This design comes from an exercise in tuning for small area and a short achievable clock period on the open sky130 flow, not from production work. Function was checked by simulation only, so behaviour that the tests miss may differ from the original. Power is estimated from default activity; no workload was simulated.

== v50 ==
## csr_unit
module csr_unit (
    input  logic                      clk,
    input  logic                      rst,
    input  logic                      new_request,
    input  logic [12-1:0]    csr_addr,
    input  logic [1:0]                csr_op,
    input  logic [32-1:0]      rs1,
    input  logic                      read_regs,
    input  logic                      commit,
    input  logic                      exception_valid,
    input  logic [4-1:0]   exception_code,
    input  logic [32-1:0]      exception_pc,
    input  logic                      mret,
    input  logic                      instruction_complete,
    output logic                      csr_exception,
    output logic [32-1:0]      wb_csr,
    output logic [32-1:0]      trap_pc,
    output logic [32-1:0]      csr_mepc,
    output logic [1:0]                current_privilege
);
Settings: LEC_CHECK=0, ABC_CLOCK_PERIOD_IN_PS=3000, CAP_MARGIN=20, CORE_MARGIN=2, CORE_UTILIZATION=40, SETUP_SLACK_MARGIN=1.2, SLEW_MARGIN=20; clock period 4.2 ns.
run.sh (not shown) runs the stock make flow with config.mk's settings and CLKGATE_MAP_FILE= SYNTH_SCRIPT=/design/flow/synth_recipe.tcl, a recipe that flattens the netlist after the stock synthesis.
For v17, these inputs were changed with respect to v50:
- ABC_CLOCK_PERIOD_IN_PS: 3000 -> 2400
- SETUP_SLACK_MARGIN: 1.2 -> 1.8
### Flow results
Largest fanout on the critical path | v17 above v50. Against v50, v17 comes in about 4.3% higher on via count of the routed design. The run with more routed wire is v17, not v50. v17 vs v50 — post-layout total power climbed by a few percent. In v17 relative to v50, cell area had gone up by a little under 10%. Between v17 and v50, it is v17 whose average via count per standard cell is higher, by 1.4%. When v17 is set beside v50, its area occupied by multi-input gates turns out to be about 8% larger. Measured against each other, v17 and v50 differ in critical path depth, the lower figure coming from v17.
Inputs modified between v17 and v9:
- ABC_CLOCK_PERIOD_IN_PS: 2400 -> unset
- SETUP_SLACK_MARGIN: 1.8 -> unset
Of the two values seen for leading cell category by total area, sequential cells was produced by v9 and multi-input combinational cells by v17.
v9 vs. v17: number of detailed-routing iterations run before antenna repair increased by 2 relative to the old numbers, fmax decreased by 19% relative to the old numbers.
v9 ends up with a share of total power in the clock network that is 1.0 points higher than in v17.
From v17 to v9 the numbers moved as follows: final-layout clock buffer total now sits lower, non-clock buffer count decreased 87, power in the clock group saw an increase, total vias in the final route went down.
Looking at total detailed-routing wirelength, v9 sits below v17.

========
Setup of onyx:
csr_unit, a different RTL version from the one above (not shown whole).
Size: roughly 290 flip-flops.
clock: 4.2 ns
lec_check: 0
cap_margin: 20
core_margin: 2
core_utilization: 40
setup_slack_margin: 1.85
slew_margin: 20
synth_hierarchical: 1
standard.sh (not shown) runs the stock make flow with config.mk's settings and CLKGATE_MAP_FILE= SYNTH_SCRIPT=/design/flow/synth_recipe.tcl, a recipe that flattens the netlist after the stock synthesis.
==> flow/flow/run.sh <==
#!/bin/bash
# Standard layout, with the port buffers inserted as buf_1 (the resizer sizes them up where timing needs it)
set -euo pipefail
export BUFFER_PORTS_ARGS="-buffer_cell sky130_fd_sc_hd__buf_1"
bash standard.sh finish > standard.log 2>&1
### onyx -> indigo
# onyx
export LEC_CHECK = 0
export CAP_MARGIN = 20
export CORE_MARGIN = 2
export CORE_UTILIZATION = 40
export SETUP_SLACK_MARGIN = 1.85
export SLEW_MARGIN = 20
export SYNTH_HIERARCHICAL = 1
create_clock -name core_clock -period 4.2 [get_ports {clk}]
# indigo
export LEC_CHECK = 0
export CAP_MARGIN = 20
export CORE_MARGIN = 2
export CORE_UTILIZATION = 40
export SETUP_SLACK_MARGIN = 1.75
export SLEW_MARGIN = 20
export SYNTH_HIERARCHICAL = 1
create_clock -name core_clock -period 4.2 [get_ports {clk}]
Relative to onyx, depth of the worst register-to-register path decreased by 2 in indigo.
Looking at via count across indigo and onyx, the one that comes out lower is indigo.
Lower clock tree cell share of total cell area goes to indigo over onyx.
Fmax: indigo higher than onyx
In the tables for indigo and onyx, met2 routing resource usage after global routing reads higher with indigo.
indigo against onyx: met1 routed wirelength after detailed routing shrank by 2.0%, fraction of area in multi-input gates saw an increase.

========
## v15
Another version of the RTL of csr_unit (not shown whole).
Settings: LEC_CHECK=0, CAP_MARGIN=20, CORE_MARGIN=2, CORE_UTILIZATION=40, CTS_BUF_LIST=sky130_fd_sc_hd__clkbuf_8, CTS_CLUSTER_DIAMETER=60, CTS_CLUSTER_SIZE=12, SETUP_SLACK_MARGIN=1.85, SLEW_MARGIN=20, SYNTH_HIERARCHICAL=1; clock period 4.2 ns.
==> flow/flow/run.sh <==
#!/bin/bash
# Standard layout (standard.sh) with these changes:
# - the port buffers are inserted as buf_1 (later repair sizes them up where needed);
# - before floorplan, every combinational cell off the csr_exception path is set to
#   the smallest drive strength of its function (downsize.tcl); the floorplan,
#   placement and CTS repair steps then size up what timing, slew and capacitance need;
# - after global placement, the input buffers feeding the csr_exception path are
#   set to buf_8 (portbuf.tcl).
# ORFS writes each step's full log under orfs/logs/; make's output goes to standard.log.
set -euo pipefail
here="$(cd "$(dirname "${BASH_SOURCE[0]}")" && pwd)"
export BUFFER_PORTS_ARGS="-buffer_cell sky130_fd_sc_hd__buf_1"
export PRE_FLOORPLAN_TCL="$here/downsize.tcl"
export POST_GLOBAL_PLACE_TCL="$here/portbuf.tcl"
bash standard.sh finish > standard.log 2>&1
==> flow/flow/downsize.tcl <==
# Before floorplan: set every combinational cell to the smallest drive
# strength of its function, except those on the combinational
# input-to-output path of csr_exception, which get drive strength 2. The
# floorplan, placement and CTS repair steps then size up what timing, slew
# and capacitance need.
source [file join [file dirname [info script]] cone.tcl]
set db [ord::get_db]
set block [ord::get_db_block]
set keep [dict create]
foreach inst [csr_cone_insts $block csr_exception] { dict set keep [$inst getName] 1 }
set n 0
set up 0
foreach inst [csr_cone_insts $block csr_exception] {
  set name [[$inst getMaster] getName]
  if { [regexp {^(sky130_fd_sc_hd__[a-z0-9]+)_([0-9]+)$} $name -> base drive] && $drive < 2 } {
    set cand [$db findMaster "${base}_2"]
    if { $cand != "NULL" && $cand != "" } {
      $inst swapMaster $cand
      incr up
    }
  }
}
puts "downsize: $up cells on the csr_exception path set to drive strength 2"
foreach inst [$block getInsts] {
  if { [dict exists $keep [$inst getName]] } { continue }
  set master [$inst getMaster]
  set name [$master getName]
  if { ![regexp {^(sky130_fd_sc_hd__[a-z0-9]+)_([0-9]+)$} $name -> base drive] } { continue }
  if { [regexp {__(df|edf|sdf|dl|sedf|conb|clk|tap|fill|decap|diode|lpflow|probe)} $base] } { continue }
  set best $master
  set best_area [expr { [$master getWidth] * [$master getHeight] }]
  foreach d {0 1 2} {
    set cand [$db findMaster "${base}_$d"]
    if { $cand == "NULL" || $cand == "" } { continue }
    set a [expr { [$cand getWidth] * [$cand getHeight] }]
    if { $a < $best_area } {
      set best $cand
      set best_area $a
    }
  }
  if { $best != $master } {
    $inst swapMaster $best
    incr n
  }
}
puts "downsize: $n cells set to a smaller drive strength, [dict size $keep] kept on the csr_exception path"
==> flow/flow/portbuf.tcl <==
# After global placement (the port buffers are in): the input port buffers
# that feed the combinational csr_exception path get a strong drive, since
# each address bit also feeds the rest of the decode.
source [file join [file dirname [info script]] cone.tcl]
set db [ord::get_db]
set block [ord::get_db_block]
set strong [$db findMaster sky130_fd_sc_hd__buf_8]
set n 0
foreach inst [csr_cone_insts $block csr_exception] {
  set m [[$inst getMaster] getName]
  if { ![regexp {^sky130_fd_sc_hd__(buf|clkbuf|clkdlybuf4s50|dlygate4sd[0-9]|dlymetal6s2s)_[0-9]+$} $m] } { continue }
  # a port buffer: its input is a top-level port
  set is_port 0
  foreach it [$inst getITerms] {
    if { [$it isInputSignal] && [$it getNet] != "NULL" && [llength [[$it getNet] getBTerms]] > 0 } { set is_port 1 }
  }
  if { $is_port } {
    $inst swapMaster $strong
    incr n
  }
}
puts "portbuf: $n input buffers on the csr_exception path set to buf_8"
# and the csr_exception output buffer to buf_4
set net [[$block findBTerm csr_exception] getNet]
foreach it [$net getITerms] {
  if { [$it isOutputSignal] } {
    [$it getInst] swapMaster [$db findMaster sky130_fd_sc_hd__buf_4]
    puts "portbuf: csr_exception output buffer set to buf_4"
  }
}
Other scripts of this flow, unchanged in this note and not shown: flow/flow/cone.tcl
Input-level comparison between v30 and v15:
--- a/flow/flow/downsize.tcl
+++ b/flow/flow/downsize.tcl
@@ -2,5 +2,4 @@
 # strength of its function, except those on the combinational
-# input-to-output path of csr_exception, which get drive strength 2. The
-# floorplan, placement and CTS repair steps then size up what timing, slew
-# and capacitance need.
+# input-to-output path of csr_exception. The floorplan, placement and CTS
+# repair steps then size up what timing, slew and capacitance need.
 source [file join [file dirname [info script]] cone.tcl]
@@ -11,14 +10,2 @@
 set n 0
-set up 0
-foreach inst [csr_cone_insts $block csr_exception] {
-  set name [[$inst getMaster] getName]
-  if { [regexp {^(sky130_fd_sc_hd__[a-z0-9]+)_([0-9]+)$} $name -> base drive] && $drive < 2 } {
-    set cand [$db findMaster "${base}_2"]
-    if { $cand != "NULL" && $cand != "" } {
-      $inst swapMaster $cand
-      incr up
-    }
-  }
-}
-puts "downsize: $up cells on the csr_exception path set to drive strength 2"
 foreach inst [$block getInsts] {
--- a/flow/flow/portbuf.tcl
+++ b/flow/flow/portbuf.tcl
@@ -22,9 +22 @@
 puts "portbuf: $n input buffers on the csr_exception path set to buf_8"
-# and the csr_exception output buffer to buf_4
-set net [[$block findBTerm csr_exception] getNet]
-foreach it [$net getITerms] {
-  if { [$it isOutputSignal] } {
-    [$it getInst] swapMaster [$db findMaster sky130_fd_sc_hd__buf_4]
-    puts "portbuf: csr_exception output buffer set to buf_4"
-  }
-}
--- a/flow/config.mk
+++ b/flow/config.mk
@@ -13,3 +13,3 @@
 export CTS_CLUSTER_SIZE = 12
-export SETUP_SLACK_MARGIN = 1.85
+export SETUP_SLACK_MARGIN = 1.7
 export SLEW_MARGIN = 20
In the tables for v30 and v15, half-perimeter wire length after detailed placement reads lower with v30. v30 vs v15 — total clock buffers created by CTS climbed by a few percent. v30 vs v15 — wire length of the first global-routing pass dropped by a few percent. Effective utilization at floorplan across v30 and v15: no real change.
The following lists how v56 was set up differently from v30:
--- a/flow/flow/downsize.tcl
+++ b/flow/flow/downsize.tcl
@@ -2,4 +2,5 @@
 # strength of its function, except those on the combinational
-# input-to-output path of csr_exception. The floorplan, placement and CTS
-# repair steps then size up what timing, slew and capacitance need.
+# input-to-output path of csr_exception, which get drive strength 2. The
+# floorplan, placement and CTS repair steps then size up what timing, slew
+# and capacitance need.
 source [file join [file dirname [info script]] cone.tcl]
@@ -10,2 +11,14 @@
 set n 0
+set up 0
+foreach inst [csr_cone_insts $block csr_exception] {
+  set name [[$inst getMaster] getName]
+  if { [regexp {^(sky130_fd_sc_hd__[a-z0-9]+)_([0-9]+)$} $name -> base drive] && $drive < 2 } {
+    set cand [$db findMaster "${base}_2"]
+    if { $cand != "NULL" && $cand != "" } {
+      $inst swapMaster $cand
+      incr up
+    }
+  }
+}
+puts "downsize: $up cells on the csr_exception path set to drive strength 2"
 foreach inst [$block getInsts] {
--- a/flow/flow/portbuf.tcl
+++ b/flow/flow/portbuf.tcl
@@ -22 +22,9 @@
 puts "portbuf: $n input buffers on the csr_exception path set to buf_8"
+# and the csr_exception output buffer to buf_4
+set net [[$block findBTerm csr_exception] getNet]
+foreach it [$net getITerms] {
+  if { [$it isOutputSignal] } {
+    [$it getInst] swapMaster [$db findMaster sky130_fd_sc_hd__buf_4]
+    puts "portbuf: csr_exception output buffer set to buf_4"
+  }
+}
Findings:
v56 finished every step from synthesis to the final layout, and the layout passed the timing, design-rule and antenna checks.
When v56 is measured against v30, its least setup slack across all paths after layout turns out 0.068 ns lower.
Relative to v30, the number of buffers outside the clock class in the layout measured on v56 has increased slightly.
First-pass GRT wire length (v56 over v30): increase, 3.1%
v56 reports its critical path launch point as rst while v30 reports csr_addr[7].
v56 vs. v30: final critical delay including setup and external delays went up by 0.068 ns.
Relative to v56, the following input files were edited for v43:
--- a/flow/flow/downsize.tcl
+++ b/flow/flow/downsize.tcl
@@ -2,5 +2,4 @@
 # strength of its function, except those on the combinational
-# input-to-output path of csr_exception, which get drive strength 2. The
-# floorplan, placement and CTS repair steps then size up what timing, slew
-# and capacitance need.
+# input-to-output path of csr_exception. The floorplan, placement and CTS
+# repair steps then size up what timing, slew and capacitance need.
 source [file join [file dirname [info script]] cone.tcl]
@@ -11,14 +10,2 @@
 set n 0
-set up 0
-foreach inst [csr_cone_insts $block csr_exception] {
-  set name [[$inst getMaster] getName]
-  if { [regexp {^(sky130_fd_sc_hd__[a-z0-9]+)_([0-9]+)$} $name -> base drive] && $drive < 2 } {
-    set cand [$db findMaster "${base}_2"]
-    if { $cand != "NULL" && $cand != "" } {
-      $inst swapMaster $cand
-      incr up
-    }
-  }
-}
-puts "downsize: $up cells on the csr_exception path set to drive strength 2"
 foreach inst [$block getInsts] {
--- a/flow/flow/portbuf.tcl
+++ b/flow/flow/portbuf.tcl
@@ -22,9 +22 @@
 puts "portbuf: $n input buffers on the csr_exception path set to buf_8"
-# and the csr_exception output buffer to buf_4
-set net [[$block findBTerm csr_exception] getNet]
-foreach it [$net getITerms] {
-  if { [$it isOutputSignal] } {
-    [$it getInst] swapMaster [$db findMaster sky130_fd_sc_hd__buf_4]
-    puts "portbuf: csr_exception output buffer set to buf_4"
-  }
-}
--- a/flow/config.mk
+++ b/flow/config.mk
@@ -13,4 +13,5 @@
 export CTS_CLUSTER_SIZE = 12
-export SETUP_SLACK_MARGIN = 1.7
+export SETUP_SLACK_MARGIN = 1.8
 export SLEW_MARGIN = 20
 export SYNTH_HIERARCHICAL = 1
+export TNS_END_PERCENT = 10
--- outcome ---
In the flow results for v43 and v56, the net switching component of the power is larger on v56. Going from v56 to v43, wire length shrank slightly. v43 vs v56, combinational power went down by about 2%. Of v43 and v56, the higher total power of the final layout belongs to v56. Critical path's largest stage delay was higher in v43 than in v56. Looking at termination of the worst setup path, the mepc[5] result is from v43; the mscratch[26] one comes from v56.

afterwards: timing with drivers on the ports:
In the flow no input, the clock included, has a driving cell. The finished layouts below were timed again as built, in two steps. Step 1 assumes that a clkbuf_16 drives the clock port and a buf_2 every other input. Step 2 times the ports against the registers' clock, not the clock port: input delays grow and output delays shrink by t, the midpoint of the rising clock arrivals with the driver on. Three values: ideal ports, drivers, drivers and shift; two values: the first two.
run | t, ns | slack for setup (ns) | worst setup path after step 2 | pins driven straight from the clock port
v50 | 0.601 | 0.942 / 0.911 / 0.445 | input to register | 1
v17 | 0.613 | 0.917 / 0.885 / 0.334 | input to register | 1
v9 | 0.609 | 0.129 / 0.103 / -0.032 | input to register | 1
onyx | 0.573 | 1.643 / 1.610 / 1.295 | input to register | 1
indigo | 0.619 | 1.714 / 1.659 / 1.266 | input to register | 1
v15 | 0.641 | 1.683 / 1.644 / 1.126 | input to register | 1
v30 | 0.635 | 1.729 / 1.684 / 1.164 | input to register | 1
v56 | 0.631 | 1.662 / 1.680 / 1.050 | input to register | 1
v43 | 0.642 | 1.686 / 1.688 / 1.062 | input to register | 1
With both steps, setup timing fails in v9, where it was met with ideal ports. The setup slack of v43, which loses most, moves by +0.002 ns with the drivers and by -0.624 ns with both steps.
